Source: an optimization exercise on an open RTL-to-GDS flow (aim: small area). Production flows keep margins and buffers that such runs may drop.
Where RTL was checked, it was by simulation tests only, not by an equivalence proof against the original.

## osc_phase_multi
module osc_phase_multi #(
  parameter int ACC_W = 24,
  parameter int OUT_W = 16
) (
  input  logic             clk,
  input  logic             rst_n,
  input  logic             sample_en,
  input  logic [ACC_W-1:0] inc_in,
  input  logic             inc_load,
  input  logic             sync,
  input  logic [OUT_W-1:0] duty,
  input  logic [OUT_W-1:0] amp,
  output logic             inc_pending,
  output logic [OUT_W-1:0] saw,
  output logic [OUT_W-1:0] tri_o,
  output logic [OUT_W-1:0] sqr,
  output logic             out_valid,
  output logic             wrap
);
Size in the first run: ~1600 cells after synthesis, roughly 130 flip-flops, roughly 15000 µm² of cells after synthesis.
clock: 8.0 ns
lec_check: 0
cap_margin: 20
core_margin: 2
core_utilization: 40
slew_margin: 20
run.sh (not shown) runs the stock make flow with config.mk's settings and CLKGATE_MAP_FILE= SYNTH_SCRIPT=/design/flow/synth_recipe.tcl, a recipe that flattens the netlist after the stock synthesis.
Rerun with:
--- a/flow/design.v
+++ b/flow/design.v
@@ -18,26 +18,25 @@
   output logic             wrap
 );
   logic [ACC_W-1:0] phase_q, phase_d;
   logic [ACC_W-1:0] inc_act_q;
   logic [ACC_W-1:0] inc_shd_q;
   logic             pending_q;
   logic [ACC_W:0]   sum;
   logic             upd_wrap;
   logic             apply;
   logic [15:0]      amp_q;
   logic             sq_q;
   logic             v1_q, wrap1_q;
-  logic [15:0]      wh_q, a2_q;
-  logic             cin_t_q, cin_s_q, p15_q, sq2_q;
+  logic [15:0]      saw_q, tri_q, sqr_q;
   logic             valid_q, wrap_q;
   assign sum      = {1'b0, phase_q} + {1'b0, inc_act_q};
   assign upd_wrap = sync | sum[ACC_W];
   assign apply    = sample_en & (upd_wrap | (inc_act_q == '0));
   assign phase_d  = sync ? '0 : sum[ACC_W-1:0];
   always_ff @(posedge clk or negedge rst_n) begin
     if (!rst_n) begin
       phase_q   <= '0;
       inc_act_q <= '0;
       inc_shd_q <= '0;
       pending_q <= 1'b0;
       v1_q      <= 1'b0;
@@ -1412,51 +1411,44 @@
   assign c668 = (s561 & c612) | (s561 & s613) | (c612 & s613);
   assign s669 = s565 ^ c614 ^ s615;
   assign c670 = (s565 & c614) | (s565 & s615) | (c614 & s615);
   assign s671 = s567 ^ c616 ^ s617;
   assign c672 = (s567 & c616) | (s567 & s617) | (c616 & s617);
   assign s673 = c568 ^ c618 ^ s619;
   assign c674 = (c568 & c618) | (c568 & s619) | (c618 & s619);
   assign s675 = pp254 ^ pp255 ^ c620;
   assign c676 = (pp254 & pp255) | (pp254 & c620) | (pp255 & c620);
   assign r0 = {1'b0, pp256, c674, c672, c670, c668, c666, c664, c662, c660, c658, c656, c654, c652, c650, c648, c646, c644, c642, c640, c638, c636, c634, c632, c630, c628, c626, c624, c622, pp5, pp1};
   assign r1 = {1'b0, c676, s675, s673, s671, s669, s667, s665, s663, s661, s659, s657, s655, s653, s651, s649, s647, s645, s643, s641, s639, s637, s635, s633, s631, s629, s627, s625, s623, s621, pp2};
   assign w = r0 + r1;
-  logic [15:0] x, nx, wh15, wh16;
-  logic        a0, w14, w15, nz14, b0, b1, c_lt, cin_t, cin_s;
+  logic [15:0] x, nx, wh15, wh16, ys, tri_s, saw_s, v;
+  logic        a0, w14, w15, nz14, b0, b1, c_lt, cin_t, cin_s, d;
   assign x     = {1'b0, a[15:1]};
   assign nx    = ~x;
   assign a0    = a[0];
   assign wh15  = w[30:15];
   assign wh16  = {1'b0, w[30:16]};
   assign w14   = w[14];
   assign w15   = w[15];
   assign nz14  = |w[13:0];
   assign b0    = a0 & ~w14;                           
   assign b1    = a0 ? (w14 & nz14) : (w14 | nz14);     
   assign c_lt  = (w[15:0] < a);                        
   assign cin_t = p15 ? b1 : ~b0;
   assign cin_s = p15 ? ~c_lt : ~(a0 & ~w15);
+  assign ys    = p15 ? 16'hFFFF : nx;
+  assign tri_s = wh15 + nx + {15'd0, cin_t};
+  assign saw_s = wh16 + ys + {15'd0, cin_s};
+  assign d = (a != 16'd0) & (~a0 | a[15]);
+  assign v = x - {15'd0, d};
   always_ff @(posedge clk) begin
-    wh_q    <= wh15;
-    a2_q    <= a;
-    cin_t_q <= cin_t;
-    cin_s_q <= cin_s;
-    p15_q   <= p15;
-    sq2_q   <= sq_q;
+    saw_q <= saw_s;
+    tri_q <= tri_s ^ {16{p15}};
+    sqr_q <= sq_q ? v : ((a == 16'd0) ? 16'd0 : ~v);
   end
-  logic [15:0] x2, nx2, ys2, tri_s, saw_s, v;
-  logic        d;
-  assign x2    = {1'b0, a2_q[15:1]};
-  assign nx2   = ~x2;
-  assign ys2   = p15_q ? 16'hFFFF : nx2;
-  assign tri_s = wh_q + nx2 + {15'd0, cin_t_q};
-  assign saw_s = {1'b0, wh_q[15:1]} + ys2 + {15'd0, cin_s_q};
-  assign d = (a2_q != 16'd0) & (~a2_q[0] | a2_q[15]);
-  assign v = x2 - {15'd0, d};
   assign inc_pending = pending_q;
-  assign saw         = saw_s;
-  assign tri_o       = tri_s ^ {16{p15_q}};
-  assign sqr         = sq2_q ? v : ((a2_q == 16'd0) ? 16'd0 : ~v);
+  assign saw         = saw_q;
+  assign tri_o       = tri_q;
+  assign sqr         = sqr_q;
   assign out_valid   = valid_q;
   assign wrap        = wrap_q;
 endmodule
The changed run completed without violations; count of clock-buffer cells in the layout stays the same; final cell count increases by a little under a tenth; cell area increases by a little under a tenth; global-route usage increases by 1.9 points; synthesized cell count increases by a few percent; clock skew increases by 0.0066 ns; non-clock buffer count increases by 110.
No functional check of the RTL was part of the second run of this note.

== rev 12 ==
osc_phase_multi, a different RTL version from the one above (not shown whole).
Size: ~1200 cells after synthesis, ~110 I/O pins, roughly 13000 um^2 of cells after synthesis.
export LEC_CHECK = 0
export CAP_MARGIN = 20
export CORE_MARGIN = 2
export CORE_UTILIZATION = 40
export SLEW_MARGIN = 20
export SYNTH_HIERARCHICAL = 1
export SYNTH_MINIMUM_KEEP_SIZE = 0
create_clock -name core_clock -period 8.0 [get_ports {clk}]
standard.sh (not shown) runs the stock make flow with config.mk's settings and CLKGATE_MAP_FILE= SYNTH_SCRIPT=/design/flow/synth_recipe.tcl, a recipe that flattens the netlist after the stock synthesis.
==> flow/flow/run.sh <==
#!/bin/bash
set -euo pipefail
export BUFFER_PORTS_ARGS="-buffer_cell sky130_fd_sc_hd__buf_1"
export CTS_ARGS="-sink_clustering_enable -repair_clock_nets -dont_use_dummy_load -buf_list sky130_fd_sc_hd__clkbuf_8 -root_buf sky130_fd_sc_hd__clkbuf_8"
R=orfs/results/sky130hd/osc_phase_multi/base
bash standard.sh synth > synth.log 2>&1
DS_ODB=$R/1_synth.odb openroad -no_init -exit flow/downsize.tcl > downsize.log 2>&1
bash standard.sh > flow.log 2>&1
==> flow/flow/downsize.tcl <==
# Swap every combinational cell to the smallest-area cell of the same
# function family (same name up to the drive-strength suffix, same pins);
# the flow's later repair steps size cells up again where timing needs it.
set db [ord::get_db]
read_db $::env(DS_ODB)

set masters [dict create]
foreach lib [$db getLibs] { foreach m [$lib getMasters] {
  set n [$m getName]
  if {[regexp {^(sky130_fd_sc_hd__[a-z0-9]+)_([0-9]+)$} $n -> base sz]} {
    set area [expr {[$m getWidth] * [$m getHeight]}]
    # smallest area; among equal areas the strongest drive
    if {![dict exists $masters $base]} {
      dict set masters $base [list $m $area $sz]
    } else {
      lassign [dict get $masters $base] bm ba bs
      if {$area < $ba || ($area == $ba && $sz > $bs)} {
        dict set masters $base [list $m $area $sz]
      }
    }
  }
} }
set dont_use [expr {[info exists ::env(DONT_USE_CELLS)] ? [split $::env(DONT_USE_CELLS)] : {}}]
set n 0
set sw [dict create]
foreach inst [[[$db getChip] getBlock] getInsts] {
  set m [$inst getMaster]
  set name [$m getName]
  if {![regexp {^(sky130_fd_sc_hd__[a-z0-9]+)_([0-9]+)$} $name -> base sz]} continue
  if {[regexp {^sky130_fd_sc_hd__(df|sdf|edf|dl|clk|conb|tap|fill|decap)} $name]} continue
  if {![dict exists $masters $base]} continue
  set best [lindex [dict get $masters $base] 0]
  if {$best eq $m} continue
  if {[lsearch -exact $dont_use [$best getName]] >= 0} continue
  if {[$inst swapMaster $best]} { incr n; dict incr sw "$name->[$best getName]" }
}
puts "downsize: swapped $n instances: $sw"
write_db $::env(DS_ODB)
Changes in rev 13 relative to rev 12:
diff --git a/flow/design.v b/flow/design.v
--- a/flow/design.v
+++ b/flow/design.v
@@ -2063,38 +2063,41 @@
   assign b1    = a0 ? (w14 & nz14) : (w14 | nz14);  
   assign cin_t = p15 ? b1 : ~b0;
   assign cin_s = p15 ? ~c_lt : ~(a0 & ~w15);      
   always_ff @(posedge clk) begin
     wh_n_q  <= ~wh;
     a2_q    <= a;
     cin_t_n_q <= ~cin_t;
     cin_s_n_q <= ~cin_s;
     p15_q   <= p15;
     sq2_q   <= sq_q;
   end
-  logic [15:0] tri_s, saw_s, v;
+  logic [15:0] tri_s, saw_s;
   logic [14:0] ys_n;
   logic        d, anz;
   assign ys_n = a2_q[15:1] & {15{~p15_q}};
   assign anz  = (a2_q != 16'd0);
   assign d    = anz & (~a2_q[0] | a2_q[15]);
-  logic [15:0] vb;
+  logic [15:0] nxv, vc, v;
+  logic        e;
+  assign nxv = ~{1'b0, a2_q[15:1]};
+  assign e   = d | (~sq2_q & ~anz);
   always_comb begin
-    vb[0] = d;
-    for (int k = 1; k < 16; k++) vb[k] = vb[k-1] & ~a2_q[k];
+    vc[0] = e;
+    for (int k = 1; k < 16; k++) vc[k] = vc[k-1] & nxv[k-1];
   end
-  assign v = {1'b0, a2_q[15:1]} ^ vb;
+  assign v = nxv ^ vc;
   assign inc_pending = pending_q;
   assign saw         = saw_s;
   assign tri_o       = tri_s ^ {16{p15_q}};
-  assign sqr         = sq2_q ? v : (anz ? ~v : 16'd0);
+  assign sqr         = v ^ {16{sq2_q}};
   assign out_valid   = valid_q;
   assign wrap        = wrap_q;
 endmodule
 module osc_fa (input logic a, input logic b, input logic ci, output logic s, output logic co);
   assign s  = a ^ b ^ ci;
   assign co = (a & b) | (a & ci) | (b & ci);
 endmodule
 module osc_ha (input logic a, input logic b, output logic s, output logic co);
   assign s  = a ^ b;
   assign co = a & b;
 endmodule
### Flow results
- Compared with rev 12, in rev 13 design area ~0 delta.
- Compared with rev 12, in rev 13 sequential share of cell area stayed essentially flat, number of hold violations in the final report closely matched the old numbers, detailed route wirelength on metal3 moved up.
- Rev 13 vs. rev 12: setup slack dropped 0.13 ns, post-route core utilization climbed 0.71 points, number of placed instances, taps included saw little to no change.
- Looking at rev 13 and rev 12, the cell count after synthesis is a wash.
Only the layout flow was run in rev 12; the RTL was not checked for function there.

==> what the ideal ports hide <==
The flow's constraints put no driver on any port. The routed layouts listed below were extracted and timed again, unchanged, in two steps.
Step 1 sets driving cells, clkbuf_16 on the clock port and buf_2 on the other inputs (assumed; they add their load-dependent delay and slew).
Step 2 also shifts input and output timing later by t, the mid clock arrival at the registers, as if the neighbouring blocks saw the same clock.
a / b / c = ideal / step 1 / step 2; a / b = the first two.
run | t (ns) | setup WS [ns] | hold WS [ns] | worst setup path at the end
the first run of note 1 | 0.479 | 1.649 / 1.649 / 1.649 | 0.356 / 0.356 / 0.356 | register to register
the second run of note 1 | 0.506 | 0.289 / 0.289 / 0.289 | 0.350 / 0.350 / 0.350 | register to register
rev 12 | 0.487 | 0.798 / 0.751 / 0.478 | 0.356 / 0.356 / 0.356 | input to register
rev 13 | 0.494 | 0.664 / 0.617 / 0.325 | 0.350 / 0.350 / 0.350 | input to register
After both steps setup and hold are still met in every run listed. The setup slack of rev 13, which loses most, moves by -0.047 ns with the drivers and by -0.339 ns with both steps.
